What follows belongs to an exercise in optimizing a design on an open flow for small area; a production flow would make more cautious choices. RTL that was checked went through simulation tests only; none was proved equivalent to the original. Function not checked in runs 4 to 7: the RTL went through the layout flow alone. Power figures rest on the tool's default switching activity, not on a simulated workload.

===== design.v =====
package hwsw_pkg;
   localparam int COORD_W = 10;
   localparam logic [1:0] IDLE_P = 2'd0;
   localparam logic [1:0] X_P    = 2'd1;
   localparam logic [1:0] Y_P    = 2'd2;
   localparam logic [1:0] ST_P   = 2'd3;
   localparam logic [1:0] S_IDLE    = 2'd0;
   localparam logic [1:0] S_CAPTURE = 2'd1;
   localparam logic [1:0] S_ACK     = 2'd2;
   localparam int REC_W = 2*COORD_W + 6;
endpackage
module hwsw_obj_slot #(
   parameter int SLOT_IDX = 0,
   parameter int SCREEN_H = 480
) (
   input  logic                         clk,
   input  logic                         reset,
   input  logic                         wr_x,        
   input  logic                         wr_x_n,
   input  logic                         wr_y,        
   input  logic                         wr_y_n,
   input  logic                         wr_st,       
   input  logic                         wr_st_n,
   input  logic [31:0]                  wr_data,
   input  logic                         commit,
   input  logic                         commit_n,
   output logic [hwsw_pkg::COORD_W-1:0] active_x,
   output logic [hwsw_pkg::COORD_W-1:0] active_y,
   output logic [2:0]                   active_state,
   output logic [2:0]                   active_typ
);
   localparam int CW = hwsw_pkg::COORD_W;
   localparam bit YFLIP = 1'b0;
   localparam logic [CW-1:0] SCREEN_H_C = CW'(SCREEN_H);
   logic [CW-1:0] sh_x_q, sh_y_q;
   logic [2:0]    sh_st_q, sh_ty_q;
   logic [CW-1:0] ac_x_q, ac_y_q;
   logic [2:0]    ac_st_q, ac_ty_q;
   logic [CW-1:0] y_in;
   assign y_in = (YFLIP && (SLOT_IDX != 0)) ? SCREEN_H_C - wr_data[CW-1:0]
                                            : wr_data[CW-1:0];
   always_ff @(posedge clk) begin
      sh_x_q  <= ({CW{wr_x}}  & wr_data[CW-1:0]) | ({CW{wr_x_n}}  & sh_x_q);
      sh_y_q  <= ({CW{wr_y}}  & y_in)            | ({CW{wr_y_n}}  & sh_y_q);
      sh_st_q <= ({3{wr_st}}  & wr_data[2:0])    | ({3{wr_st_n}}  & sh_st_q);
      sh_ty_q <= ({3{wr_st}}  & wr_data[5:3])    | ({3{wr_st_n}}  & sh_ty_q);
   end
   always_ff @(posedge clk or posedge reset) begin
      if (reset) begin
         ac_x_q  <= '0;
         ac_y_q  <= '0;
         ac_st_q <= '0;
         ac_ty_q <= '0;
      end else begin
         ac_x_q  <= ({CW{commit}} & sh_x_q)  | ({CW{commit_n}} & ac_x_q);
         ac_y_q  <= ({CW{commit}} & sh_y_q)  | ({CW{commit_n}} & ac_y_q);
         ac_st_q <= ({3{commit}}  & sh_st_q) | ({3{commit_n}}  & ac_st_q);
         ac_ty_q <= ({3{commit}}  & sh_ty_q) | ({3{commit_n}}  & ac_ty_q);
      end
   end
   assign active_x     = ac_x_q;
   assign active_y     = ac_y_q;
   assign active_state = ac_st_q;
   assign active_typ   = ac_ty_q;
endmodule
module hwsw_frame_commit #(
   parameter int NUM_OBJ  = 16,
   parameter int SCREEN_H = 480
) (
   input  logic                                 clk,
   input  logic                                 reset,
   input  logic [1:0]                           to_hw_sig,
   input  logic [NUM_OBJ*32-1:0]                to_hw_data,
   input  logic                                 frame_start,
   output logic [1:0]                           to_sw_sig,
   output logic [NUM_OBJ*hwsw_pkg::COORD_W-1:0] obj_x,
   output logic [NUM_OBJ*hwsw_pkg::COORD_W-1:0] obj_y,
   output logic [NUM_OBJ*3-1:0]                 obj_state,
   output logic [NUM_OBJ*3-1:0]                 obj_type,
   output logic                                 frame_committed,
   output logic                                 proto_err
);
   localparam int CW = hwsw_pkg::COORD_W;
   logic [1:0]  state_q, state_d;
   logic [1:0]  cur_phase_q, cur_phase_d;
   logic [1:0]  to_sw_sig_q, to_sw_sig_d;
   logic [2:0]  seen_mask_q, seen_mask_d;
   logic        frame_committed_q, frame_committed_d;
   logic        proto_err_q, proto_err_d;
   logic        commit;
   logic [1:0]  wr_phase;
   logic [2:0]  cur_bit;
   logic        wr_x, wr_y, wr_st;
   always_comb begin
      case (cur_phase_q)
         hwsw_pkg::X_P:  cur_bit = 3'b010;
         hwsw_pkg::Y_P:  cur_bit = 3'b100;
         hwsw_pkg::ST_P: cur_bit = 3'b001;
         default:        cur_bit = 3'b000;
      endcase
   end
   always_comb begin
      state_d           = state_q;
      cur_phase_d       = cur_phase_q;
      to_sw_sig_d       = to_sw_sig_q;
      proto_err_d       = proto_err_q;
      commit            = frame_start && (seen_mask_q == 3'b111);
      frame_committed_d = commit;
      wr_phase          = (state_q == hwsw_pkg::S_CAPTURE) ? cur_phase_q : hwsw_pkg::IDLE_P;
      seen_mask_d       = commit ? 3'b000 : seen_mask_q;
      case (state_q)
         hwsw_pkg::S_IDLE: begin
            to_sw_sig_d = 2'd0;
            if (to_hw_sig != 2'd0) begin
               cur_phase_d = to_hw_sig;
               state_d     = hwsw_pkg::S_CAPTURE;
            end
         end
         hwsw_pkg::S_CAPTURE: begin
            seen_mask_d = seen_mask_d | cur_bit;
            to_sw_sig_d = cur_phase_q;
            state_d     = hwsw_pkg::S_ACK;
         end
         hwsw_pkg::S_ACK: begin
            if (to_hw_sig == 2'd0) begin
               to_sw_sig_d = 2'd0;
               state_d     = hwsw_pkg::S_IDLE;
            end else if (to_hw_sig != cur_phase_q) begin
               proto_err_d = 1'b1;
            end
         end
         default: begin
            to_sw_sig_d = 2'd0;
            state_d     = hwsw_pkg::S_IDLE;
         end
      endcase
   end
   always_ff @(posedge clk or posedge reset) begin
      if (reset) begin
         state_q           <= hwsw_pkg::S_IDLE;
         cur_phase_q       <= hwsw_pkg::IDLE_P;
         to_sw_sig_q       <= 2'd0;
         seen_mask_q       <= 3'b000;
         frame_committed_q <= 1'b0;
         proto_err_q       <= 1'b0;
      end else begin
         state_q           <= state_d;
         cur_phase_q       <= cur_phase_d;
         to_sw_sig_q       <= to_sw_sig_d;
         seen_mask_q       <= seen_mask_d;
         frame_committed_q <= frame_committed_d;
         proto_err_q       <= proto_err_d;
      end
   end
   assign wr_x            = (wr_phase == hwsw_pkg::X_P);
   assign wr_y            = (wr_phase == hwsw_pkg::Y_P);
   assign wr_st           = (wr_phase == hwsw_pkg::ST_P);
   assign to_sw_sig       = to_sw_sig_q;
   assign frame_committed = frame_committed_q;
   assign proto_err       = proto_err_q;
   for (genvar i = 0; i < NUM_OBJ; i++) begin : g_slot
      hwsw_obj_slot #(
         .SLOT_IDX (i),
         .SCREEN_H (SCREEN_H)
      ) u_slot (
         .clk          (clk),
         .reset        (reset),
         .wr_x         (wr_x),
         .wr_x_n       (~wr_x),
         .wr_y         (wr_y),
         .wr_y_n       (~wr_y),
         .wr_st        (wr_st),
         .wr_st_n      (~wr_st),
         .wr_data      (to_hw_data[32*i +: 32]),
         .commit       (commit),
         .commit_n     (~commit),
         .active_x     (obj_x[CW*i +: CW]),
         .active_y     (obj_y[CW*i +: CW]),
         .active_state (obj_state[3*i +: 3]),
         .active_typ   (obj_type[3*i +: 3])
      );
   end
endmodule

===== flow/run.sh =====
#!/bin/bash
# Own layout flow: the standard ORFS flow, with smaller port buffers and
# a lighter clock tree. Everything else (synthesis, floorplan, power grid,
# tap cells, placement, routing) is the standard flow unchanged.
set -euo pipefail
cd "$(dirname "$0")/.."

# Every input and output port still gets its own buffer; it is buf_1 rather
# than the flow's default pick, as the ports only drive/see light loads.
export BUFFER_PORTS_ARGS="-buffer_cell sky130_fd_sc_hd__buf_1"

# Clock tree without the dummy loads CTS adds for balancing.
export CTS_ARGS="-sink_clustering_enable -repair_clock_nets -dont_use_dummy_load -buf_list {${CTS_BUFS:-sky130_fd_sc_hd__clkbuf_8}} -sink_clustering_size ${CTS_SIZE:-18} -sink_clustering_max_diameter ${CTS_DIAM:-50}"

bash standard.sh > standard_flow.log 2>&1

===== standard.sh =====
#!/bin/bash
# synth_recipe.tcl (not shown) runs the flow's synth.tcl, then flattens the netlist and writes it again
# the make line also repeats each setting of config.mk as NAME=value (left out here)
make -C /OpenROAD-flow-scripts/flow DESIGN_CONFIG=/design/flow/config.mk WORK_HOME=/design/flow/orfs CLKGATE_MAP_FILE= SYNTH_SCRIPT=/design/flow/synth_recipe.tcl "${@:-finish}"

===== config.mk =====
export PLATFORM = sky130hd
export DESIGN_NAME = hwsw_frame_commit
export DESIGN_NICKNAME = hwsw_frame_commit
export VERILOG_FILES = /design/flow/design.v
export SDC_FILE = /design/flow/constraint.sdc
export NUM_CORES = 4
export LEC_CHECK = 0
export CAP_MARGIN = 20
export CORE_MARGIN = 2
export CORE_UTILIZATION = 40
export SLEW_MARGIN = 20
export SYNTH_HIERARCHICAL = 1
export SYNTH_MINIMUM_KEEP_SIZE = 0

===== constraint.sdc =====
create_clock -name core_clock -period 5.0 [get_ports {clk}]
set_input_delay 1.0000 -clock core_clock [delete_from_list [all_inputs] [get_ports {clk}]]
set_output_delay 1.0000 -clock core_clock [all_outputs]
set_load 0.01 [all_outputs]

==> results of run 1 <==
==> synthesized netlist by cell type <==
cell / number
a22o_1: 736
dfrtp_1: 427
dfxtp_1: 416
a22o_2: 96
buf_6: 96
buf_2: 64
inv_1: 23
nand2_1: 9
o21ai_0: 3
mux2_1: 2
nor2b_1: 2
a21o_1: 1
a311o_1: 1
and4bb_2: 1
buf_4: 1
nand3_1: 1
nand4_1: 1
nor2_1: 1
nor2b_4: 1
nor3_1: 1
nor3_4: 1
o211a_1: 1
o21a_1: 1
o22ai_1: 1
==> per-stage QoR <==
| stage | cells | total power [mW] | hold WS, ps |
|---|---|---|---|
| final | 3367 | 22.0 | 429 |
| after global routing | 3358 | 23.3 | 439 |
| after CTS | 3351 | 22.2 | 431 |
| after detailed placement | 3268 | 18.5 | 456 |
| after global placement | 3267 | 18.3 | 453 |
| after floorplan | 1887 | 16.0 | 440 |
==> power by group through the flow <==
| stage | Combinational [mW] | Sequential (mW) | Clock [mW] |
|---|---|---|---|
| after global routing | 7.41 | 11.9 | 4.01 |
| after global placement | 6.74 | 11.5 | 0 |
| final | 6.83 | 11.6 | 3.63 |
| after CTS | 6.91 | 11.5 | 3.73 |
| after floorplan | 4.03 | 11.9 | 0 |
| after detailed placement | 6.89 | 11.6 | 0 |
==> final cells by class <==
class | instances | area (um^2) | share of cell area [%]
Clock buffer | 83 | 1140 | 3.62
Tap cell | 940 | 1180 | 3.73
Inverter | 23 | 106 | 0.337
Antenna cell | 16 | 40.0 | 0.127
Multi-Input combinational cell | 860 | 7620 | 24.2
Timing Repair Buffer | 602 | 2440 | 7.73
Sequential cell | 843 | 19000 | 60.3
==> sequential cells by signal, indices dropped and copies added, names as in the netlist <==
| signal | cells |
|---|---|
| g_slot.u_slot.ac_x_q | 160 |
| g_slot.u_slot.ac_y_q | 160 |
| g_slot.u_slot.sh_x_q | 160 |
| g_slot.u_slot.sh_y_q | 160 |
| g_slot.u_slot.ac_st_q | 48 |
| g_slot.u_slot.ac_ty_q | 48 |
| g_slot.u_slot.sh_st_q | 48 |
| g_slot.u_slot.sh_ty_q | 48 |
| seen_mask_q | 3 |
| cur_phase_q | 2 |
| state_q | 2 |
| to_sw_sig_q | 2 |
| frame_committed_q | 1 |
| proto_err_q | 1 |
==> path summary, 6_finish.rpt <==
path	endpoint	slack, ps	cells past startpoint
max	g_slot[12].u_slot.sh_y_q[5]	1990	4
min	g_slot[12].u_slot.ac_x_q[6]	430	1
max reg2reg	g_slot[12].u_slot.sh_y_q[5]	1990	4
min reg2reg	g_slot[12].u_slot.ac_x_q[6]	430	1
max in group asynchronous	g_slot[5].u_slot.ac_y_q[2]	3160	3
min in group asynchronous	state_q[1]	1110	2
==> per-layer routing <==
layer	share of wire (%)	wire length (um)
met5	0.22	184
met3	9.6	7860
met1	43	34900
met2	44	36400
met4	3.3	2700
==> kinds of logic after synthesis <==
group                  count (synthesis)  share of synthesized area (%)
flip-flops                           843                           67.7
buffers and inverters                184                           5.32
AND/OR/NAND/NOR                       18                          0.387
AO/OA/AOI/OAI                        840                           26.6
multiplexers                           2                         0.0801
==> flow_summary_export.csv, run 1 <==
group,metric,value,unit
sta,period_share,60.3,%
synthesis,ys_types,24,
sta,min_period,3010,ps
floorplanning,start_util,40.3,%
detailed_routing,drtPass1Iterations,5,
placement,dpl.hpwl,49900,um
setup_path,path_cells,"and4bb_4 > inv_6 > buf_12 > a22o_1",
clock_network,clk_latency,680,ps
finish,layout_commonest_cell,"a22o_1",
global_routing,antenna_found_initial,30,
pwr,p_seq_share,52.5,%
sta,maxSlewViolCount,0,
global_routing,grt-ovfl-total,0,
synthesis,avgSynthCellArea,14.9,um^2
clock_network,cts-resized-gates,0,
detailed_routing,vias_per_cell,5.66,
finish,drive_gt1_share,9.21,%
synthesis,synth_area_leaders,"dfrtp_1, dfxtp_1, a22o_1",
detailed_routing,first_iter_violations,1340,
sta,fin_ws,1990,ps
setup_path,endpoint_kind,"flip-flop",
finish,fill_cells,6363,
clock_network,cts_max_level,3,
synthesis,syn-cell-area,28100,um^2
global_routing,use_met1,29.3,%
min_path,hold_start,"g_slot[12].u_slot.sh_x_q[6]",
placement,placed_area,30300,um^2
setup_path,cp-start-kind,"flip-flop",
global_routing,grt-busiest-layer,"met2",
clock_network,cts.sinks,843,
clock_network,cts_buffers,83,
setup_path,crit_family,"simple AND/OR/NAND/NOR gates",
setup_path,crit_start,"state_q[0]",
pwr,sw_frac_of_total,34.5,%
placement,dpl_worst_slack,1820,ps
setup_path,worst_ep_required_time,5510,ps
synthesis,netlist.area_leader.share,38.0,%
sta,finClkSkew,73.7,ps
synthesis,yosys_register_bits,843,
finish,final_util,45.2,%
synthesis,yosysWarnings,23,
floorplanning,fp.dieH,269,um
pwr,peakVddDrop,0.000309,V
setup_path,worst-path-buf-inv,2,
pwr,power.density,699,nW/um^2
placement,port_buffers,584,
global_routing,met2_usage,31.8,%
sta,rsz0062_at_grt,"no",
pwr,power_frac_comb,31.0,%
finish,final_cell_mix,"a22o_1, buf_1, dfrtp_1",
pwr,pwr-share-clk,16.5,%
synthesis,yosysTopAreaCell,"dfrtp_1",
placement,place_congestion,0.806,
setup_path,regToRegStartpoint,"state_q[0]",
setup_path,crit_slowest_cell,"and4bb_4",
floorplanning,die_width,269,um
clock_network,postCtsHoldBufs,0,
finish,area_delta_synth_final,12.2,%
clock_network,clock_path_buffers,3,
detailed_routing,wl,82100,um
clock_network,post-cts-setup-buffer-count,0,
sta,worst_slew_pin_slew,1210,ps
sta,fin_setup_tns,0,ps
setup_path,critPathMaxFanout,89,
clock_network,clkSlewWorstSetupHoldPaths,110,ps
sta,setup_viol,0,
flow_run,cap_violations,0,
setup_path,path_class,"reg -> reg",
pwr,leakage,14.3,nW
global_routing,met3_usage,7.84,%
detailed_routing,drc_errors,0,
synthesis,syn_inst,1887,
global_routing,grt_usage,21.9,%
finish,final_net_count,2930,
setup_path,cpPeakStageDelay,960,ps
floorplanning,ioPinCount,937,
pwr,p_int,14.4,mW
floorplanning,die_area,72400,um^2
synthesis,synth_fp_nets,2404,
global_routing,grt_pass1_vias,19200,
min_path,holdCritPathClass,"reg -> reg",
global_routing,grt_pass1_wl,122000,um
pwr,switchingPower,7.60,mW
clock_network,cts_root_buffer,"clkbuf_8",
sta,max_freq,332,MHz
clock_network,cts_tree,"yes",
synthesis,yosysSeqAreaShare,67.7,%
sta,hold_viol,0,
floorplanning,coreArea,69800,um^2
detailed_routing,ant_nets,0,
sta,slew_headroom,19.6,%
setup_path,critPathArrivalTime,3520,ps
detailed_routing,vias,19000,
detailed_routing,post_drt_wl_per_cell,24.4,um
global_routing,grt_max_degree,200,
floorplanning,rows,97,
finish,final_area,31500,um^2
status,status,"no timing/DRC/antenna violations",
==> inputs of run 2 (changes only) <==
--- a/config.mk
+++ b/config.mk
@@ -6,4 +6,5 @@
 export NUM_CORES = 4
 export LEC_CHECK = 0
+export ABC_AREA = 1
 export CAP_MARGIN = 20
 export CORE_MARGIN = 2
==> run 2 against run 1 <==
Still clean; worst setup slack better by 270 ps; fmax increased by 9.8%; routed wire length increased by 7.8%; critical path depth rose by 1; utilization up 0.14 points; synthesized cell count up 89%; combinational power increased by 5.0%; first-iteration DRC count grew 1.6%; register-to-register slack improved by 270 ps; power increased by 6.1%; die area grew 6.9%; final cell count is 51% higher; critical endpoint is now g_slot[7].u_slot.ac_st_q[2]; largest power group unchanged.
==> flow_summary_export.csv, run 2 <==
group,metric,value,unit
status,status,"no timing/DRC/antenna violations",
placement,dpl.hpwl,57100,um
pwr,leakage,17.2,nW
min_path,holdPathEnd,"g_slot[11].u_slot.ac_ty_q[0]",
synthesis,synth_area_leaders,"dfrtp_1, nand2_1, dfxtp_1",
sta,period_share,54.9,%
floorplanning,coreArea,74400,um^2
placement,dpl_worst_slack,1730,ps
global_routing,grt_pass1_vias,22000,
synthesis,avgSynthCellArea,8.44,um^2
finish,regArea,19000,um^2
clock_network,cts_root_buffer,"clkbuf_8",
detailed_routing,drtPass1Iterations,5,
sta,maxSlewViolCount,0,
sta,worst_slew_pin_slew,1310,ps
finish,drive_gt1_share,3.56,%
floorplanning,ioPinCount,937,
synthesis,synth_fp_nets,4080,
setup_path,r2r_slack,2260,ps
floorplanning,start_util,40.4,%
synthesis,syn-cell-area,30100,um^2
setup_path,critPathArrivalTime,3310,ps
sta,max_freq,364,MHz
placement,place_congestion,0.819,
finish,multi_input_area,9560,um^2
global_routing,grt_pass1_wl,134000,um
detailed_routing,wl,88500,um
synthesis,yosysSeqAreaShare,63.2,%
finish,layout_commonest_cell,"nand2_1",
synthesis,yosysTopAreaCell,"dfrtp_1",
pwr,peakVddDrop,0.000355,V
global_routing,grt_max_degree,201,
synthesis,synth-edff-count,0,
synthesis,syn_inst,3563,
detailed_routing,ant_nets,0,
detailed_routing,vias_per_cell,4.59,
clock_network,clkSlewWorstSetupHoldPaths,110,ps
pwr,power.density,693,nW/um^2
finish,final_cell_mix,"nand2_1, buf_1, dfrtp_1",
synthesis,synth_flop_cell,"dfrtp_1",
setup_path,r2r_cells,5,
sta,fin_ws,2260,ps
global_routing,grt-ovfl-total,0,
clock_network,cts.sinks,843,
min_path,hold_start,"g_slot[11].u_slot.sh_ty_q[0]",
finish,area_delta_synth_final,12.1,%
placement,port_buffers,584,
setup_path,r2r_end,"g_slot[7].u_slot.ac_st_q[2]",
synthesis,ys_types,16,
sta,finClkSkew,92.0,ps
clock_network,postCtsHoldBufs,0,
detailed_routing,vias,23400,
finish,fill_cells,7676,
clock_network,clock_path_buffers,3,
setup_path,worst_ep_required_time,5560,ps
synthesis,yosysWarnings,23,
min_path,holdCritPathClass,"reg -> reg",
sta,min_period,2740,ps
synthesis,yosys_register_bits,843,
clock_network,clk_latency,730,ps
setup_path,critPathMaxFanout,200,
sta,hold_viol,0,
placement,placedCellCount,4979,
min_path,hold_depth,2,
sta,setup_viol,0,
synthesis,netlist.area_leader.share,35.5,%
synthesis,ys_top_cells_by_count,"nand2_1, dfrtp_1, dfxtp_1, buf_6, buf_2",
setup_path,path_class,"reg -> reg",
finish,stdcell_count,5096,
detailed_routing,first_iter_violations,1362,
synthesis,yosysMostFrequentCell,"nand2_1",
finish,final_net_count,4624,
detailed_routing,drc_errors,0,
setup_path,regToRegStartpoint,"seen_mask_q[2]",
setup_path,cp-start-kind,"flip-flop",
synthesis,async_reset_ff_share,50.7,%
sta,holdWs,358,ps
clock_network,post-cts-setup-buffer-count,0,
sta,fin_setup_tns,0,ps
clock_network,cts_buffers,95,
clock_network,cts-resized-gates,0,
floorplanning,die_width,278,um
sta,rsz0062_at_grt,"no",
clock_network,cts_tree,"yes",
flow_run,cap_violations,0,
setup_path,endpoint_kind,"flip-flop",
detailed_routing,post_drt_wl_per_cell,17.4,um
floorplanning,fp.dieH,278,um
sta,slew_headroom,12.6,%
global_routing,grt_usage,22.6,%
floorplanning,die_area,77400,um^2
global_routing,antenna_found_initial,37,
clock_network,cts_max_level,3,
floorplanning,rows,100,
==> run 2: cell count changes after synthesis, moves of 2 or more <==
| cell | before | now |
|---|---|---|
| a22o_1 | 736 | 0 |
| o21ai_1 | 0 | 2 |
| a22o_2 | 96 | 0 |
| nand2_2 | 0 | 4 |
| mux2_1 | 2 | 0 |
| nor2b_1 | 2 | 0 |
| o21ai_0 | 3 | 1 |
| nand2_1 | 9 | 2515 |
| nor2_4 | 0 | 4 |
| inv_2 | 0 | 4 |
==> run 2: how the worst max path moves through the flow <==
stage                   start  slack [ps]  cells past startpoint                     endpoint
4_1_cts        seen_mask_q[2]        2360                      5  g_slot[7].u_slot.ac_st_q[2]
6_report       seen_mask_q[2]        2260                      5  g_slot[7].u_slot.ac_st_q[2]
5_1_grt        seen_mask_q[2]        2160                      5  g_slot[1].u_slot.ac_st_q[1]
3_3_place_gp      frame_start        1750                      6   g_slot[2].u_slot.ac_x_q[6]
2_1_floorplan     frame_start        1920                      6  g_slot[0].u_slot.ac_st_q[0]
3_5_place_dp      frame_start        1730                      6   g_slot[1].u_slot.ac_y_q[1]
==> run 2: cells by family (layout without fill, tap and decap cells) <==
group,Yosys count,in the layout,share of synthesized area (%)
AOI/OAI and AO/OA,3,3,0.0499
buffers and inverters,188,730,5.01
DFF,843,843,63.2
other,0,22,0
and+or+nand+nor,2529,2529,31.7
==> run 2: final cells by class <==
cell class	count	share of cell area (%)
multi-input cells	2532	28.3
flip-flops and latches	843	56.4
repair buffers	607	7.29
well taps	969	3.59
inverters	28	0.371
clock buffers	95	3.88
diodes	22	0.163
==> run 2: power breakdown <==
group          switching (mW)  internal, mW
registers                1.90          10.4
logic                    4.88          2.28
clock network            2.24          1.68
total                    9.03          14.3
==> run 2: worst max-delay path, stage by stage, from the launching register on <==
cell and delay [ps]:
dfrtp_1 400, nand4_1 230, buf_4 750, buf_12 490, nand2_1 140, nand2_1 100
==> run 2: through the flow <==
step,utilization (%),area (um^2),power (mW)
after floorplan,-,30100,16.7
after global placement,43.5,32400,19.5
after detailed placement,43.5,32400,19.7
after CTS,45.2,33700,23.7
after global routing,45.3,33700,25.3
final,45.3,33700,23.4
==> run 2: metal layers <==
| layer | vias to the layer above | routed length, um | global-route usage, % |
|---|---|---|---|
| li1 | 11700 | - | - |
| met1 | 10900 | 38200 | 29.5 |
| met2 | 604 | 38800 | 34.1 |
| met3 | 147 | 8950 | 9.43 |
| met4 | 22 | 2340 | 6.99 |
| met5 | - | 150 | 0 |
==> inputs of run 3 (changes only) <==
==> run.sh (new file) <==
#!/bin/bash
# synth_recipe.tcl (not shown) runs the flow's synth.tcl, then flattens the netlist and writes it again
# the make line also repeats each setting of config.mk as NAME=value (left out here)
make -C /OpenROAD-flow-scripts/flow DESIGN_CONFIG=/design/flow/config.mk WORK_HOME=/design/flow/orfs CLKGATE_MAP_FILE= SYNTH_SCRIPT=/design/flow/synth_recipe.tcl finish
--- a/config.mk
+++ b/config.mk
@@ -6,5 +6,4 @@
 export NUM_CORES = 4
 export LEC_CHECK = 0
-export ABC_AREA = 1
 export CAP_MARGIN = 20
 export CORE_MARGIN = 2
removed: flow/run.sh
removed: standard.sh
==> run 3 against run 2 <==
Die area is 6.5% lower; still clean on timing, DRC and antenna; non-clock buffer count is 4 higher; synthesized cell count is 47% lower; clock power is 78% higher; critical path type is now in -> reg; synthesized area is 6.6% lower; clock skew is 75 ps lower; power is 17% higher; global-route usage is 0.89 points higher.
==> flow_summary_export.csv, run 3 <==
group,metric,value,unit
finish,drive_gt1_share,11.6,%
finish,area_delta_synth_final,32.4,%
synthesis,yosysWarnings,23,
setup_path,r2r_slack,2240,ps
detailed_routing,vias_per_cell,5.61,
clock_network,post-cts-setup-buffer-count,0,
pwr,power.density,736,nW/um^2
setup_path,worst-path-buf-inv,3,
clock_network,clkSlewWorstSetupHoldPaths,60,ps
synthesis,syn_inst,1887,
placement,dpl.hpwl,53100,um
synthesis,yosysTopAreaCell,"dfrtp_1",
flow_run,cap_violations,0,
setup_path,path_cells,"clkdlybuf4s50_1 > nand4_1 > inv_8 > buf_4 > a22o_1",
setup_path,cp-start-kind,"input port",
detailed_routing,wl,87300,um
setup_path,critical_path_depth,5,
setup_path,path_class,"in -> reg",
setup_path,worst_ep_required_time,5560,ps
finish,final_net_count,2944,
finish,final_cell_mix,"a22o_1, clkdlybuf4s50_1, dfrtp_1",
global_routing,grt_pass1_vias,19900,
detailed_routing,first_iter_violations,1155,
pwr,fin_total_pwr,27.4,mW
placement,port_buffers,584,
global_routing,grt_pass1_wl,130000,um
synthesis,yosysSeqAreaShare,67.7,%
detailed_routing,drtPass1Iterations,5,
detailed_routing,post_drt_wl_per_cell,25.3,um
finish,multi_input_area,7620,um^2
clock_network,cts_tree,"yes",
setup_path,cpPeakStageDelay,770,ps
setup_path,crit_slowest_cell,"inv_8",
sta,slew_headroom,18.0,%
floorplanning,coreArea,69800,um^2
floorplanning,ioPinCount,937,
finish,layout_commonest_cell,"a22o_1",
synthesis,async_reset_ff_share,50.7,%
global_routing,antenna_found_initial,30,
clock_network,clock_path_buffers,3,
finish,fill_cells,5772,
sta,fin_setup_tns,0,ps
sta,hold_viol,0,
setup_path,r2r_cells,5,
min_path,hold_depth,1,
sta,maxSlewViolCount,0,
floorplanning,start_util,40.3,%
setup_path,crit_family,"buffers and inverters",
detailed_routing,drc_errors,0,
synthesis,synth_flop_cell,"dfrtp_1",
placement,place_congestion,0.813,
placement,placed_area,34100,um^2
clock_network,cts_max_level,3,
synthesis,yosys_register_bits,843,
clock_network,cts.sinks,843,
pwr,peakVddDrop,0.000394,V
setup_path,critPathMaxFanout,134,
sta,setup_viol,0,
synthesis,syn-cell-area,28100,um^2
sta,worst_slew_pin_slew,1230,ps
synthesis,synth-edff-count,0,
status,status,"no timing/DRC/antenna violations",
sta,max_freq,350,MHz
finish,regArea,19000,um^2
sta,min_period,2860,ps
synthesis,synth_area_leaders,"dfrtp_1, dfxtp_1, a22o_1",
clock_network,cts-resized-gates,0,
sta,rsz0062_at_grt,"no",
finish,final_area,37200,um^2
synthesis,yosysMostFrequentCell,"a22o_1",
floorplanning,rows,97,
detailed_routing,vias,19400,
synthesis,netlist.area_leader.share,38.0,%
global_routing,grt-ovfl-total,0,
clock_network,clk_latency,630,ps
sta,finClkSkew,16.6,ps
clock_network,cts_buffers,88,
floorplanning,die_width,269,um
setup_path,endpoint_kind,"flip-flop",
floorplanning,fp.dieH,269,um
floorplanning,die_area,72400,um^2
global_routing,grt_max_degree,219,
global_routing,grt_usage,23.5,%
synthesis,synth_fp_nets,2404,
synthesis,avgSynthCellArea,14.9,um^2
setup_path,critPathArrivalTime,3420,ps
min_path,holdCritPathClass,"reg -> reg",
synthesis,ys_types,24,
clock_network,postCtsHoldBufs,0,
pwr,leakage,16.7,nW
detailed_routing,ant_nets,0,
sta,period_share,57.2,%
synthesis,ys_top_cells_by_count,"a22o_1, dfrtp_1, dfxtp_1, a22o_2, buf_6",
clock_network,cts_root_buffer,"clkbuf_16",
## run 3: final timing paths
| kind | start | endpoint |
|---|---|---|
| worst max-delay path | frame_start | g_slot[2].u_slot.ac_x_q[3] |
| worst min-delay path | g_slot[9].u_slot.sh_st_q[2] | g_slot[9].u_slot.sh_st_q[2] |
| worst max register to register | state_q[0] | g_slot[11].u_slot.sh_x_q[9] |
| worst min register to register | g_slot[9].u_slot.sh_st_q[2] | g_slot[9].u_slot.sh_st_q[2] |
| max in group asynchronous | reset | g_slot[6].u_slot.ac_ty_q[0] |
| min in group asynchronous | reset | g_slot[6].u_slot.ac_x_q[0] |
## run 3: final cells by class
class / count / area share [%]
diodes: 14 / 0.0941
inverters: 23 / 0.286
clock buffers: 130 / 6.93
well taps: 940 / 3.16
repair buffers: 611 / 16.5
flip-flops and latches: 843 / 51.1
multi-input cells: 860 / 20.5
clock inverters: 35 / 1.44
## run 3: power breakdown
group	internal (mW)	switching, mW
Sequential	9.83	1.77
Clock	4.22	2.74
Combinational	5.02	3.82
Total	19.1	8.33
## run 3: stage by stage
step                      instances  utilization, %  hold slack [ps]  setup WS (ps)
after floorplan                1887               -              440            177
after global placement         3276            48.8              453           1550
after detailed placement       3276            48.8              454           1490
after CTS                      3441            53.3              474           2170
after global routing           3446            53.3              486           2040
final                          3456            53.3              473           2140
## run 3: per-layer routing
layer / GRT usage (%) / wire [um]
met1: 30.8 / 36600
met2: 35.6 / 39500
met3: 8.88 / 8200
met4: 8.24 / 2840
met5: 0 / 179
## run 3: logic make-up after synthesis
| family | Yosys count | share of synthesized area, % |
|---|---|---|
| DFF | 843 | 67.7 |
| AOI/OAI and AO/OA | 840 | 26.6 |
| buffers and inverters | 184 | 5.32 |
| and+or+nand+nor | 18 | 0.387 |
| muxes | 2 | 0.0801 |
==> inputs of run 4 (changes only) <==
--- a/design.v
+++ b/design.v
@@ -17,12 +17,8 @@
    input  logic                         reset,
    input  logic                         wr_x,        
-   input  logic                         wr_x_n,
    input  logic                         wr_y,        
-   input  logic                         wr_y_n,
    input  logic                         wr_st,       
-   input  logic                         wr_st_n,
    input  logic [31:0]                  wr_data,
    input  logic                         commit,
-   input  logic                         commit_n,
    output logic [hwsw_pkg::COORD_W-1:0] active_x,
    output logic [hwsw_pkg::COORD_W-1:0] active_y,
@@ -41,8 +37,10 @@
                                             : wr_data[CW-1:0];
    always_ff @(posedge clk) begin
-      sh_x_q  <= ({CW{wr_x}}  & wr_data[CW-1:0]) | ({CW{wr_x_n}}  & sh_x_q);
-      sh_y_q  <= ({CW{wr_y}}  & y_in)            | ({CW{wr_y_n}}  & sh_y_q);
-      sh_st_q <= ({3{wr_st}}  & wr_data[2:0])    | ({3{wr_st_n}}  & sh_st_q);
-      sh_ty_q <= ({3{wr_st}}  & wr_data[5:3])    | ({3{wr_st_n}}  & sh_ty_q);
+      if (wr_x)  sh_x_q  <= wr_data[CW-1:0];
+      if (wr_y)  sh_y_q  <= y_in;
+      if (wr_st) begin
+         sh_st_q <= wr_data[2:0];
+         sh_ty_q <= wr_data[5:3];
+      end
    end
    always_ff @(posedge clk or posedge reset) begin
@@ -52,9 +50,9 @@
          ac_st_q <= '0;
          ac_ty_q <= '0;
-      end else begin
-         ac_x_q  <= ({CW{commit}} & sh_x_q)  | ({CW{commit_n}} & ac_x_q);
-         ac_y_q  <= ({CW{commit}} & sh_y_q)  | ({CW{commit_n}} & ac_y_q);
-         ac_st_q <= ({3{commit}}  & sh_st_q) | ({3{commit_n}}  & ac_st_q);
-         ac_ty_q <= ({3{commit}}  & sh_ty_q) | ({3{commit_n}}  & ac_ty_q);
+      end else if (commit) begin
+         ac_x_q  <= sh_x_q;
+         ac_y_q  <= sh_y_q;
+         ac_st_q <= sh_st_q;
+         ac_ty_q <= sh_ty_q;
       end
    end
@@ -91,5 +89,4 @@
    logic [1:0]  wr_phase;
    logic [2:0]  cur_bit;
-   logic        wr_x, wr_y, wr_st;
    always_comb begin
       case (cur_phase_q)
@@ -153,7 +150,4 @@
       end
    end
-   assign wr_x            = (wr_phase == hwsw_pkg::X_P);
-   assign wr_y            = (wr_phase == hwsw_pkg::Y_P);
-   assign wr_st           = (wr_phase == hwsw_pkg::ST_P);
    assign to_sw_sig       = to_sw_sig_q;
    assign frame_committed = frame_committed_q;
@@ -166,13 +160,9 @@
          .clk          (clk),
          .reset        (reset),
-         .wr_x         (wr_x),
-         .wr_x_n       (~wr_x),
-         .wr_y         (wr_y),
-         .wr_y_n       (~wr_y),
-         .wr_st        (wr_st),
-         .wr_st_n      (~wr_st),
+         .wr_x         (wr_phase == hwsw_pkg::X_P),
+         .wr_y         (wr_phase == hwsw_pkg::Y_P),
+         .wr_st        (wr_phase == hwsw_pkg::ST_P),
          .wr_data      (to_hw_data[32*i +: 32]),
          .commit       (commit),
-         .commit_n     (~commit),
          .active_x     (obj_x[CW*i +: CW]),
          .active_y     (obj_y[CW*i +: CW]),
--- a/config.mk
+++ b/config.mk
@@ -6,8 +6,7 @@
 export NUM_CORES = 4
 export LEC_CHECK = 0
+export ABC_AREA = 1
 export CAP_MARGIN = 20
 export CORE_MARGIN = 2
-export CORE_UTILIZATION = 40
+export CORE_UTILIZATION = 60
 export SLEW_MARGIN = 20
-export SYNTH_HIERARCHICAL = 1
-export SYNTH_MINIMUM_KEEP_SIZE = 0
==> run 4 against run 3 <==
The run now fails in I/O pin placement; synthesized cell count increased by 21%; synthesized area increased by 4.0%.
==> flow_summary_export.csv, run 4 <==
group,metric,value,unit
status,status,"aborted with a tool error",
status,stop_stage,"I/O pin placement",
status,stop_error,"[ERROR PPL-0024] Number of IO pins (937) exceeds maximum number of available positions (806). Increase the die perimeter from 898.92um to 1274.32um.",
floorplanning,start_util,61.0,%
synthesis,yosys_register_bits,843,
synthesis,yosysMostFrequentCell,"nand2_1",
synthesis,syn-cell-area,29200,um^2
floorplanning,rows,80,
synthesis,synth_area_leaders,"edfxtp_1, dfrtp_1, nand2_1",
synthesis,synth_mux_area_share,0,%
synthesis,synth_compound_gate_area_share,7.26,%
synthesis,yosysWarnings,17,
synthesis,netlist.area_leader.share,42.7,%
synthesis,syn_inst,2275,
synthesis,synth-edff-count,416,
synthesis,yosysTopAreaCell,"edfxtp_1",
synthesis,async_reset_ff_share,50.7,%
synthesis,synth_top_family_by_area,"simple AND/OR/NAND/NOR gates",
synthesis,ys_types,15,
synthesis,synthSimpleGateAreaFrac,11.1,%
synthesis,synth_xor_area_share,0,%
floorplanning,fp.dieH,225,um
synthesis,yosysSeqAreaShare,79.3,%
floorplanning,die_width,225,um
synthesis,synth_fp_nets,2792,
synthesis,synthAdderAreaFrac,0,%
synthesis,synth_flop_cell,"dfrtp_1",
synthesis,ys_top_cells_by_count,"nand2_1, dfrtp_1, o21ai_0, edfxtp_1, clkbuf_1",
synthesis,avgSynthCellArea,12.8,um^2
-- run 4: changes by cell type after synthesis, moves of 5 or more --
| cell | previous run | this run |
|---|---|---|
| a22o_1 | 736 | 0 |
| a22o_2 | 96 | 0 |
| buf_2 | 64 | 37 |
| buf_6 | 96 | 11 |
| clkbuf_1 | 0 | 88 |
| dfxtp_1 | 416 | 0 |
| edfxtp_1 | 0 | 416 |
| inv_1 | 23 | 9 |
| nand2_1 | 9 | 851 |
| nor2_1 | 1 | 6 |
| o21ai_0 | 3 | 420 |
-- run 4: kinds of logic after synthesis --
kind of cell / after synthesis
simple gates: 861
flops: 843
compound gates: 424
buf+inv: 147
==> inputs of run 5 (changes only) <==
--- a/config.mk
+++ b/config.mk
@@ -6,7 +6,6 @@
 export NUM_CORES = 4
 export LEC_CHECK = 0
-export ABC_AREA = 1
 export CAP_MARGIN = 20
 export CORE_MARGIN = 2
-export CORE_UTILIZATION = 60
+export CORE_UTILIZATION = 40
 export SLEW_MARGIN = 20
==> run 5 against run 4 <==
The run now finishes clean; synthesized area is 2.6% lower; synthesized cell count is 2.8% lower.
==> flow_summary_export.csv, run 5 <==
group,metric,value,unit
synthesis,yosysTopAreaCell,"edfxtp_1",
pwr,leakage,16.6,nW
floorplanning,die_width,271,um
setup_path,crit_slowest_cell,"buf_4",
finish,stdcell_count,3840,
clock_network,cts_root_buffer,"clkbuf_16",
sta,setup_viol,0,
finish,area_delta_synth_final,35.1,%
sta,rsz0062_at_grt,"no",
sta,maxSlewViolCount,0,
finish,final_cell_mix,"nand2_1, clkdlybuf4s50_1, dfrtp_1",
detailed_routing,post_drt_wl_per_cell,19.3,um
global_routing,antenna_found_initial,7,
floorplanning,die_area,73400,um^2
synthesis,yosysMostFrequentCell,"nand2_1",
detailed_routing,ant_nets,0,
finish,regArea,23200,um^2
setup_path,cp-start-kind,"input port",
setup_path,critPathArrivalTime,3330,ps
synthesis,syn-cell-area,28500,um^2
detailed_routing,vias_per_cell,4.64,
finish,fill_cells,5836,
synthesis,syn_inst,2211,
setup_path,worst_ep_required_time,5560,ps
placement,placedCellCount,3672,
setup_path,regToRegStartpoint,"seen_mask_q[1]",
setup_path,endpoint_kind,"flip-flop",
clock_network,cts-resized-gates,0,
detailed_routing,wl,73900,um
finish,layout_commonest_cell,"nand2_1",
synthesis,avgSynthCellArea,12.9,um^2
finish,final_util,54.8,%
pwr,peakVddDrop,0.000319,V
clock_network,clkSlewWorstSetupHoldPaths,60,ps
setup_path,crit_start,"frame_start",
sta,worst_slew_pin_slew,1070,ps
global_routing,grt_pass1_vias,18100,
clock_network,cts_tree,"yes",
global_routing,grt_max_degree,191,
flow_run,cap_violations,0,
sta,max_freq,362,MHz
global_routing,grt-ovfl-total,0,
setup_path,r2r_cells,5,
placement,place_congestion,0.818,
finish,multi_input_area,4860,um^2
sta,slew_headroom,28.8,%
placement,dpl_worst_slack,1660,ps
status,status,"no timing/DRC/antenna violations",
synthesis,synth-edff-count,416,
synthesis,yosysWarnings,17,
floorplanning,coreArea,70300,um^2
detailed_routing,drc_errors,0,
setup_path,path_class,"in -> reg",
detailed_routing,drtPass1Iterations,6,
detailed_routing,first_iter_violations,1240,
synthesis,synth_flop_cell,"dfrtp_1",
setup_path,r2r_slack,2660,ps
clock_network,cts_max_level,3,
setup_path,critPathMaxFanout,183,
finish,final_net_count,3339,
clock_network,cts_buffers,88,
clock_network,post-cts-setup-buffer-count,0,
setup_path,endpoint,"g_slot[4].u_slot.ac_ty_q[2]",
sta,period_share,55.3,%
clock_network,clk_latency,630,ps
global_routing,grt_pass1_wl,112000,um
synthesis,synth_area_leaders,"edfxtp_1, dfrtp_1, nand2_1",
synthesis,netlist.area_leader.share,43.9,%
clock_network,postCtsHoldBufs,0,
synthesis,ys_types,21,
placement,dpl.hpwl,47700,um
detailed_routing,vias,17800,
pwr,power.density,622,nW/um^2
synthesis,yosys_register_bits,843,
floorplanning,rows,97,
setup_path,path_cells,"clkdlybuf4s50_1 > nand4_1 > buf_4 > buf_12 > nand2_1 > nand2_1",
sta,finClkSkew,14.9,ps
synthesis,synth_fp_nets,2728,
clock_network,clock_path_buffers,3,
min_path,holdCritPathClass,"reg -> reg",
global_routing,grt_usage,20.1,%
finish,drive_gt1_share,5.90,%
placement,port_buffers,584,
floorplanning,start_util,40.5,%
clock_network,cts.sinks,843,
sta,min_period,2760,ps
sta,fin_ws,2240,ps
synthesis,ys_top_cells_by_count,"nand2_1, dfrtp_1, edfxtp_1, buf_2, clkbuf_1",
floorplanning,fp.dieH,271,um
synthesis,yosysSeqAreaShare,81.4,%
setup_path,r2r_end,"g_slot[4].u_slot.ac_ty_q[2]",
synthesis,async_reset_ff_share,50.7,%
setup_path,cpPeakStageDelay,530,ps
sta,hold_viol,0,
setup_path,crit_top_cell,"nand2_1",
floorplanning,ioPinCount,937,
[run 5: changes by cell type after synthesis, moves of 3 or more]
cell / change
buf_1: +8
buf_2: +10
buf_4: +11
buf_6: -11
clkbuf_1: -64
inv_1: -7
nand2_1: +401
nor2_1: -3
nor2b_1: +4
o21ai_0: -417
o21ai_1: -3
[run 5: kinds of logic after synthesis]
| logic type | count (synthesis) | share of synthesized area (%) |
|---|---|---|
| AND/OR/NAND/NOR | 1263 | 16.7 |
| flip-flops | 843 | 81.4 |
| buffers and inverters | 95 | 1.63 |
| AO/OA/AOI/OAI | 8 | 0.211 |
| multiplexers | 2 | 0.0791 |
[run 5: worst min-delay path by stage]
stage / start / end / slack [ps] / depth (start not counted)
final: g_slot[3].u_slot.sh_y_q[7] / g_slot[3].u_slot.ac_y_q[7] / 430 / 2
after global routing: g_slot[8].u_slot.sh_y_q[1] / g_slot[8].u_slot.ac_y_q[1] / 440 / 2
after CTS: g_slot[8].u_slot.sh_y_q[1] / g_slot[8].u_slot.ac_y_q[1] / 430 / 2
after detailed placement: g_slot[3].u_slot.sh_y_q[0] / g_slot[3].u_slot.ac_y_q[0] / 420 / 2
after global placement: g_slot[6].u_slot.sh_x_q[2] / g_slot[6].u_slot.ac_x_q[2] / 420 / 2
after floorplan: g_slot[0].u_slot.sh_st_q[0] / g_slot[0].u_slot.ac_st_q[0] / 410 / 2
[run 5: cell type report]
type / instances / area share (%)
Antenna cell: 2 / 0.0130
Tap cell: 940 / 3.06
Multi-Input combinational cell: 1273 / 12.6
Clock buffer: 130 / 6.60
Inverter: 3 / 0.0585
Sequential cell: 843 / 60.2
Clock inverter: 36 / 1.11
Timing Repair Buffer: 613 / 16.3
[run 5: routing by layer]
metal / global-route usage (%) / part of all wire, %
met3: 7.20 / 8.2
met1: 25.5 / 41
met4: 6.48 / 2.8
met2: 32.2 / 48
met5: 0 / 0.064
[run 5: power breakdown]
group	switching (mW)	total, mW	internal [mW]
clock	2.70	6.61	3.91
sequential	0.955	10.4	9.41
combinational	3.62	6.95	3.33
[run 5: through the flow]
step	instance area, um^2	TNS [ps]	hold WS (ps)	total power, mW
after floorplan	28500	-752980	415	13.1
after global placement	35500	0	418	17.4
after detailed placement	35500	0	421	17.5
after CTS	38500	0	434	24.3
after global routing	38500	0	440	25.2
final	38500	0	432	23.9
[run 5: worst max-delay path, delay by kind of cell]
family	cells	cell delay, ps
buffers and inverters	3	1480
and+or+nand+nor	3	470
==> inputs of run 6 (changes only) <==
--- a/config.mk
+++ b/config.mk
@@ -6,4 +6,5 @@
 export NUM_CORES = 4
 export LEC_CHECK = 0
+export ABC_AREA = 1
 export CAP_MARGIN = 20
 export CORE_MARGIN = 2
==> run 6 against run 5 <==
Still clean on timing, DRC and antenna; worst setup slack got worse by 210 ps; clock skew rose by 3.6 ps; critical path depth did not move; first-iteration DRC count fell by 3.9%; utilization fell by 0.97 points; combinational power rose by 11%; sequential cell count did not move; synthesized cell count rose by 2.9%; critical endpoint is now g_slot[12].u_slot.ac_st_q[0]; largest power group unchanged.
==> flow_summary_export.csv, run 6 <==
group,metric,value,unit
finish,final_cell_mix,"nand2_1, clkdlybuf4s50_1, dfrtp_1",
sta,rsz0062_at_grt,"no",
floorplanning,die_width,274,um
setup_path,path_cells,"clkdlybuf4s50_1 > nand2_8 > nor2_4 > buf_4 > nand2_1 > nand2_1",
finish,final_net_count,3353,
clock_network,cts_max_level,3,
placement,place_congestion,0.828,
sta,period_share,59.5,%
synthesis,yosysTopAreaCell,"edfxtp_1",
clock_network,clk_latency,620,ps
sta,maxSlewViolCount,0,
detailed_routing,drtPass1Iterations,5,
placement,dpl_worst_slack,1330,ps
finish,final_util,53.8,%
setup_path,r2r_slack,2550,ps
sta,fin_ws,2030,ps
floorplanning,start_util,40.2,%
setup_path,worst_ep_required_time,5550,ps
sta,setup_viol,0,
finish,area_delta_synth_final,33.8,%
setup_path,crit_slowest_cell,"nor2_4",
setup_path,endpoint_kind,"flip-flop",
detailed_routing,post_drt_wl_per_cell,20.4,um
sta,fin_setup_tns,0,ps
clock_network,clock_path_buffers,3,
synthesis,async_reset_ff_share,50.7,%
sta,hold_viol,0,
clock_network,cts_buffers,86,
synthesis,yosys_register_bits,843,
global_routing,grt_pass1_vias,19300,
synthesis,ys_top_cells_by_count,"nand2_1, dfrtp_1, o21ai_0, edfxtp_1, clkbuf_1",
setup_path,regToRegStartpoint,"state_q[1]",
floorplanning,coreArea,72700,um^2
pwr,fin_total_pwr,24.9,mW
setup_path,crit_start,"frame_start",
clock_network,clkSlewWorstSetupHoldPaths,60,ps
floorplanning,ioPinCount,937,
clock_network,cts-resized-gates,0,
finish,drive_gt1_share,5.81,%
pwr,power.density,637,nW/um^2
synthesis,netlist.area_leader.share,42.7,%
setup_path,r2r_cells,4,
detailed_routing,drc_errors,0,
global_routing,grt-ovfl-total,0,
synthesis,yosysMostFrequentCell,"nand2_1",
detailed_routing,ant_nets,0,
synthesis,synth_flop_cell,"dfrtp_1",
min_path,hold_start,"g_slot[10].u_slot.sh_st_q[0]",
pwr,leakage,15.8,nW
global_routing,grt_pass1_wl,119000,um
sta,slew_headroom,21.3,%
floorplanning,rows,99,
clock_network,cts.sinks,843,
synthesis,ys_types,15,
clock_network,post-cts-setup-buffer-count,0,
clock_network,postCtsHoldBufs,0,
global_routing,grt_max_degree,253,
min_path,holdPathEnd,"g_slot[10].u_slot.ac_st_q[0]",
sta,finClkSkew,18.5,ps
min_path,hold_depth,2,
synthesis,synth-edff-count,416,
clock_network,cts_tree,"yes",
pwr,peakVddDrop,0.000390,V
finish,layout_commonest_cell,"nand2_1",
floorplanning,fp.dieH,274,um
sta,max_freq,336,MHz
setup_path,cpPeakStageDelay,920,ps
setup_path,r2r_end,"g_slot[0].u_slot.sh_st_q[0]",
setup_path,cp-start-kind,"input port",
synthesis,syn_inst,2275,
sta,holdWs,432,ps
global_routing,antenna_found_initial,38,
sta,worst_slew_pin_slew,1180,ps
synthesis,syn-cell-area,29200,um^2
synthesis,synth_fp_nets,2792,
sta,min_period,2970,ps
placement,port_buffers,584,
global_routing,grt_usage,20.9,%
placement,dpl.hpwl,51400,um
setup_path,path_class,"in -> reg",
synthesis,synth_area_leaders,"edfxtp_1, dfrtp_1, nand2_1",
setup_path,critPathMaxFanout,101,
clock_network,cts_root_buffer,"clkbuf_16",
detailed_routing,first_iter_violations,1192,
detailed_routing,vias_per_cell,4.90,
min_path,holdCritPathClass,"reg -> reg",
status,status,"no timing/DRC/antenna violations",
synthesis,yosysWarnings,17,
setup_path,crit_top_cell,"nand2_1",
synthesis,yosysSeqAreaShare,79.3,%
synthesis,avgSynthCellArea,12.8,um^2
flow_run,cap_violations,0,
detailed_routing,vias,19000,
setup_path,critPathArrivalTime,3530,ps
detailed_routing,wl,79500,um
floorplanning,die_area,75300,um^2
## run 6: worst max path at each step
stage                                              end  cells past startpoint
after floorplan                         cur_phase_q[0]                      1
after global placement     g_slot[13].u_slot.ac_y_q[7]                      6
after detailed placement   g_slot[7].u_slot.ac_st_q[2]                      6
after CTS                  g_slot[7].u_slot.ac_st_q[2]                      6
after global routing       g_slot[13].u_slot.ac_y_q[7]                      6
final                     g_slot[12].u_slot.ac_st_q[0]                      6
## run 6: layer usage
metal / vias up / global-route usage [%] / wire (um)
li1: 8853 / - / -
met1: 9405 / 25.4 / 31200
met2: 586 / 31.9 / 36100
met3: 176 / 9.27 / 8450
met4: 22 / 10.0 / 3530
met5: - / 0 / 148
## run 6: stage by stage
stage               cells  area [um^2]
detailed placement   3707        36100
global placement     3707        36100
global route         3877        39100
CTS                  3868        39100
floorplan            2275        29300
finish               3890        39100
## run 6: critical path: cells and delay by family
kind | cells | cell delay [ps]
buffers and inverters | 2 | 1030
and+or+nand+nor | 4 | 1450
## run 6: cells by family after synthesis
kind of cell	count (synthesis)	share of synthesized area [%]
flip-flops	843	79.3
buffers and inverters	147	2.35
AO/OA/AOI/OAI	424	7.26
AND/OR/NAND/NOR	861	11.1
## run 6: area by class of cell
class / instances / area (um^2)
tap: 959 / 1200
clock buffer: 107 / 2330
inverter: 9 / 37.5
fill: 6018 / 33600
multi-input combinational: 1285 / 5410
sequential: 843 / 23200
clock inverter: 54 / 651
timing repair buffer: 611 / 6260
antenna: 22 / 55.1
## run 6: power breakdown
group          internal [mW]  total, mW  switching [mW]
registers               9.52       10.5           0.984
logic                   3.62       7.71            4.09
clock network           4.01       6.69            2.69
total                   17.2       24.9            7.76
==> inputs of run 7 (changes only) <==
--- a/design.v
+++ b/design.v
@@ -16,7 +16,5 @@
    input  logic                         clk,
    input  logic                         reset,
-   input  logic                         wr_x,        
-   input  logic                         wr_y,        
-   input  logic                         wr_st,       
+   input  logic [1:0]                   wr_phase,    
    input  logic [31:0]                  wr_data,
    input  logic                         commit,
@@ -29,30 +27,57 @@
    localparam bit YFLIP = 1'b0;
    localparam logic [CW-1:0] SCREEN_H_C = CW'(SCREEN_H);
-   logic [CW-1:0] sh_x_q, sh_y_q;
-   logic [2:0]    sh_st_q, sh_ty_q;
-   logic [CW-1:0] ac_x_q, ac_y_q;
-   logic [2:0]    ac_st_q, ac_ty_q;
+   logic [CW-1:0] sh_x_q, sh_x_d, sh_y_q, sh_y_d;
+   logic [2:0]    sh_st_q, sh_st_d, sh_ty_q, sh_ty_d;
+   logic [CW-1:0] ac_x_q, ac_x_d, ac_y_q, ac_y_d;
+   logic [2:0]    ac_st_q, ac_st_d, ac_ty_q, ac_ty_d;
    logic [CW-1:0] y_in;
-   assign y_in = (YFLIP && (SLOT_IDX != 0)) ? SCREEN_H_C - wr_data[CW-1:0]
-                                            : wr_data[CW-1:0];
-   always_ff @(posedge clk) begin
-      if (wr_x)  sh_x_q  <= wr_data[CW-1:0];
-      if (wr_y)  sh_y_q  <= y_in;
-      if (wr_st) begin
-         sh_st_q <= wr_data[2:0];
-         sh_ty_q <= wr_data[5:3];
+   always_comb begin
+      y_in    = wr_data[CW-1:0];
+      sh_x_d  = sh_x_q;
+      sh_y_d  = sh_y_q;
+      sh_st_d = sh_st_q;
+      sh_ty_d = sh_ty_q;
+      ac_x_d  = ac_x_q;
+      ac_y_d  = ac_y_q;
+      ac_st_d = ac_st_q;
+      ac_ty_d = ac_ty_q;
+      if (YFLIP && (SLOT_IDX != 0)) begin
+         y_in = SCREEN_H_C - wr_data[CW-1:0];
+      end
+      case (wr_phase)
+         hwsw_pkg::X_P:  sh_x_d = wr_data[CW-1:0];
+         hwsw_pkg::Y_P:  sh_y_d = y_in;
+         hwsw_pkg::ST_P: begin
+            sh_st_d = wr_data[2:0];
+            sh_ty_d = wr_data[5:3];
+         end
+         default: ;
+      endcase
+      if (commit) begin
+         ac_x_d  = sh_x_q;
+         ac_y_d  = sh_y_q;
+         ac_st_d = sh_st_q;
+         ac_ty_d = sh_ty_q;
       end
    end
    always_ff @(posedge clk or posedge reset) begin
       if (reset) begin
+         sh_x_q  <= '0;
+         sh_y_q  <= '0;
+         sh_st_q <= '0;
+         sh_ty_q <= '0;
          ac_x_q  <= '0;
          ac_y_q  <= '0;
          ac_st_q <= '0;
          ac_ty_q <= '0;
-      end else if (commit) begin
-         ac_x_q  <= sh_x_q;
-         ac_y_q  <= sh_y_q;
-         ac_st_q <= sh_st_q;
-         ac_ty_q <= sh_ty_q;
+      end else begin
+         sh_x_q  <= sh_x_d;
+         sh_y_q  <= sh_y_d;
+         sh_st_q <= sh_st_d;
+         sh_ty_q <= sh_ty_d;
+         ac_x_q  <= ac_x_d;
+         ac_y_q  <= ac_y_d;
+         ac_st_q <= ac_st_d;
+         ac_ty_q <= ac_ty_d;
       end
    end
@@ -160,7 +185,5 @@
          .clk          (clk),
          .reset        (reset),
-         .wr_x         (wr_phase == hwsw_pkg::X_P),
-         .wr_y         (wr_phase == hwsw_pkg::Y_P),
-         .wr_st        (wr_phase == hwsw_pkg::ST_P),
+         .wr_phase     (wr_phase),
          .wr_data      (to_hw_data[32*i +: 32]),
          .commit       (commit),
--- a/config.mk
+++ b/config.mk
@@ -6,5 +6,4 @@
 export NUM_CORES = 4
 export LEC_CHECK = 0
-export ABC_AREA = 1
 export CAP_MARGIN = 20
 export CORE_MARGIN = 2
==> run 7 against run 6 <==
Sequential power grew 15%; power grew 15%; sequential share of layout area shrank 8.4 points; combinational power grew 27%; synthesized cell count grew 17%; count of clock-buffer cells in the layout grew 22; global-route usage grew 0.31 points; clock power is essentially flat; fmax grew 8.3%; final cell count grew 12%; first-iteration DRC count shrank 3.9%; utilization shrank 0.33 points; largest power group unchanged.
==> flow_summary_export.csv, run 7 <==
group,metric,value,unit
status,status,"no timing/DRC/antenna violations",
clock_network,clk_latency,650,ps
floorplanning,die_width,284,um
placement,port_buffers,584,
setup_path,cp-start-kind,"input port",
global_routing,grt_pass1_wl,133000,um
detailed_routing,first_iter_violations,1145,
clock_network,cts-resized-gates,0,
detailed_routing,wl,85600,um
sta,max_freq,364,MHz
clock_network,post-cts-setup-buffer-count,0,
global_routing,grt-ovfl-total,0,
synthesis,syn-cell-area,31400,um^2
synthesis,synth_xor_area_share,0,%
synthesis,avgSynthCellArea,11.8,um^2
synthesis,yosysMostFrequentCell,"nand2_1",
detailed_routing,vias_per_cell,4.82,
finish,drive_gt1_share,17.9,%
clock_network,cts_max_level,3,
sta,min_period,2750,ps
sta,rsz0062_at_grt,"no",
detailed_routing,vias,21000,
sta,maxSlewViolCount,0,
clock_network,cts_root_buffer,"clkbuf_16",
clock_network,postCtsHoldBufs,0,
sta,finClkSkew,27.2,ps
sta,worst_slew_pin_slew,1000,ps
sta,hold_viol,0,
setup_path,crit_slowest_cell,"clkdlybuf4s50_1",
sta,slew_headroom,33.1,%
setup_path,path_cells,"clkdlybuf4s50_1 > nand4_1 > buf_4 > buf_12 > buf_16 > nand2_1 > nand2_1",
sta,setup_viol,0,
synthesis,syn_inst,2671,
global_routing,grt-busiest-layer,"met2",
synthesis,yosysTopAreaCell,"dfrtp_1",
setup_path,critPathArrivalTime,3310,ps
synthesis,yosys_register_bits,843,
detailed_routing,drtPass1Iterations,5,
clock_network,cts_tree,"yes",
floorplanning,rows,102,
pwr,peakVddDrop,0.000317,V
synthesis,netlist.area_leader.share,67.2,%
synthesis,async_reset_ff_share,100,%
synthesis,synth_area_leaders,"dfrtp_1, nand2_1, mux2_2",
placement,dpl.hpwl,56900,um
setup_path,crit_top_cell,"nand2_1",
floorplanning,fp.dieH,284,um
synthesis,yosysWarnings,17,
synthesis,synth_compound_gate_area_share,0.211,%
synthesis,synthAdderAreaFrac,0,%
finish,final_cell_mix,"nand2_1, dfrtp_1, clkdlybuf4s50_1",
finish,final_net_count,3764,
setup_path,critPathMaxFanout,132,
placement,place_congestion,0.823,
setup_path,worst-path-buf-inv,4,
synthesis,synth_flop_cell,"dfrtp_1",
synthesis,ys_top_cells_by_count,"nand2_1, dfrtp_1, mux2_2, clkbuf_1, buf_2",
sta,fin_setup_tns,0,ps
global_routing,antenna_found_initial,36,
pwr,power.density,690,nW/um^2
global_routing,use_met1,26.6,%
synthesis,synth-edff-count,0,
floorplanning,die_area,80700,um^2
global_routing,met3_usage,7.97,%
synthesis,synth_mux_area_share,15.3,%
pwr,leakage,19.7,nW
global_routing,grt_usage,21.2,%
setup_path,endpoint_kind,"flip-flop",
synthesis,synthSimpleGateAreaFrac,15.1,%
setup_path,cpPeakStageDelay,420,ps
flow_run,cap_violations,0,
floorplanning,ioPinCount,937,
setup_path,crit_family,"buffers and inverters",
synthesis,ys_types,25,
global_routing,grt_pass1_vias,22100,
clock_network,clkSlewWorstSetupHoldPaths,60,ps
clock_network,cts.sinks,843,
global_routing,met2_usage,34.0,%
synthesis,yosysSeqAreaShare,67.2,%
setup_path,path_class,"in -> reg",
clock_network,cts_buffers,89,
finish,area_delta_synth_final,32.2,%
detailed_routing,post_drt_wl_per_cell,19.6,um
finish,layout_commonest_cell,"nand2_1",
detailed_routing,drc_errors,0,
global_routing,grt_max_degree,213,
synthesis,synth_top_family_by_area,"multiplexers",
floorplanning,start_util,40.5,%
min_path,holdCritPathClass,"reg -> reg",
setup_path,worst_ep_required_time,5560,ps
floorplanning,coreArea,77600,um^2
sta,period_share,54.9,%
clock_network,clock_path_buffers,3,
detailed_routing,ant_nets,0,
pwr,fin_total_pwr,28.6,mW
synthesis,synth_fp_nets,3188,
## run 7: cell types whose count changed after synthesis, moves of 5 or more
cell,previous run,this run
clkbuf_1,88,69
nor2_1,6,1
dfrtp_1,427,843
mux2_1,0,12
nand2_1,851,1251
buf_2,37,52
inv_1,9,3
o21ai_0,420,1
buf_6,11,4
buf_4,2,10
edfxtp_1,416,0
mux2_2,0,377
mux2_4,0,29
## run 7: cell families after synthesis
family / Yosys count
AO/OA/AOI/OAI: 8
buffers and inverters: 142
flip-flops: 843
multiplexers: 418
AND/OR/NAND/NOR: 1260
## run 7: path summary, 6_finish.rpt
check                                               to                  startpoint  cells past startpoint  slack [ps]
max                         g_slot[8].u_slot.ac_y_q[1]                 frame_start                      7        2250
min                         g_slot[1].u_slot.ac_x_q[4]  g_slot[1].u_slot.sh_x_q[4]                      2         450
max reg2reg                g_slot[9].u_slot.sh_st_q[2]                  state_q[0]                      4        2550
min reg2reg                 g_slot[1].u_slot.ac_x_q[4]  g_slot[1].u_slot.sh_x_q[4]                      2         450
max in group asynchronous   g_slot[4].u_slot.ac_y_q[1]                       reset                      3        2930
min in group asynchronous  g_slot[13].u_slot.ac_x_q[0]                       reset                      3        1380
## run 7: where the power goes
group	internal [mW]	switching (mW)	leakage, nW
Clock	3.94	2.76	1.49
Sequential	10.3	1.87	10.4
Combinational	5.40	4.39	7.84
Total	19.6	9.02	19.7
## run 7: layout make-up
type                       instances  area, um^2
fill                            6796       36100
sequential                       843       21100
multi-input combinational       1686        9650
timing repair buffer             623        6380
clock buffer                     129        2640
tap                             1040        1300
clock inverter                    29         370
antenna                           12        30.0
inverter                           4        26.3
## run 7: per-stage QoR
step	hold slack, ps	setup WS (ps)	cell area (um^2)	util (%)	std cells
6_report	449	2250	41500	53.5	4366
5_1_grt	476	2150	41500	53.5	4357
4_1_cts	451	2260	41400	53.4	4353
3_5_place_dp	447	1740	38400	49.5	4195
3_3_place_gp	442	1810	38400	49.5	4195
2_1_floorplan	432	-7580	31400	-	2671
## run 7: metal layers
| metal | part of all wire (%) | wire length (um) |
|---|---|---|
| met5 | 0.24 | 206 |
| met4 | 2.6 | 2230 |
| met3 | 9.2 | 7840 |
| met2 | 47 | 40600 |
| met1 | 41 | 34700 |
## run 7: worst min-delay path, cell delays in order, from the launching register on
cell     delay (ps)
dfrtp_1         340
nand2_1          50
nand2_1          50

[separate check: timing with driven ports]
In the flow no input, the clock included, has a driving cell. The finished layouts below were timed again as built, in two steps.
Step 1: set_driving_cell puts a clkbuf_16 on clk and a buf_2 on each other input, an assumption about the parent block.
Step 2 moves the port delays by t, midway between the first and last clock arrival at a register: inputs arrive t later, outputs are due t later. That takes back most of the time a late clock gives input paths.
Slacks: ideal / step 1 / step 2; pairs: ideal / step 1.
| run | shift t [ns] | setup WS [ns] | latest minus earliest clock arrival (ns) | worst register clock-pin slew, ns |
|---|---|---|---|---|
| run 1 | 0.702 | 1.986 / 1.986 / 1.662 | 0.103 / 0.102 | 0.11 / 0.11 |
| run 2 | 0.725 | 2.255 / 2.255 / 1.558 | 0.133 / 0.133 | 0.12 / 0.12 |
| run 3 | 0.684 | 2.140 / 2.084 / 1.400 | 0.021 / 0.020 | 0.06 / 0.06 |
| run 5 | 0.677 | 2.237 / 2.205 / 1.528 | 0.022 / 0.022 | 0.06 / 0.06 |
| run 6 | 0.675 | 2.026 / 1.979 / 1.304 | 0.026 / 0.025 | 0.07 / 0.07 |
| run 7 | 0.694 | 2.254 / 2.267 / 1.573 | 0.030 / 0.030 | 0.07 / 0.07 |
After both steps setup and hold are still met in every run listed. The setup slack of run 3, which loses most, moves by -0.056 ns with the drivers and by -0.740 ns with both steps.
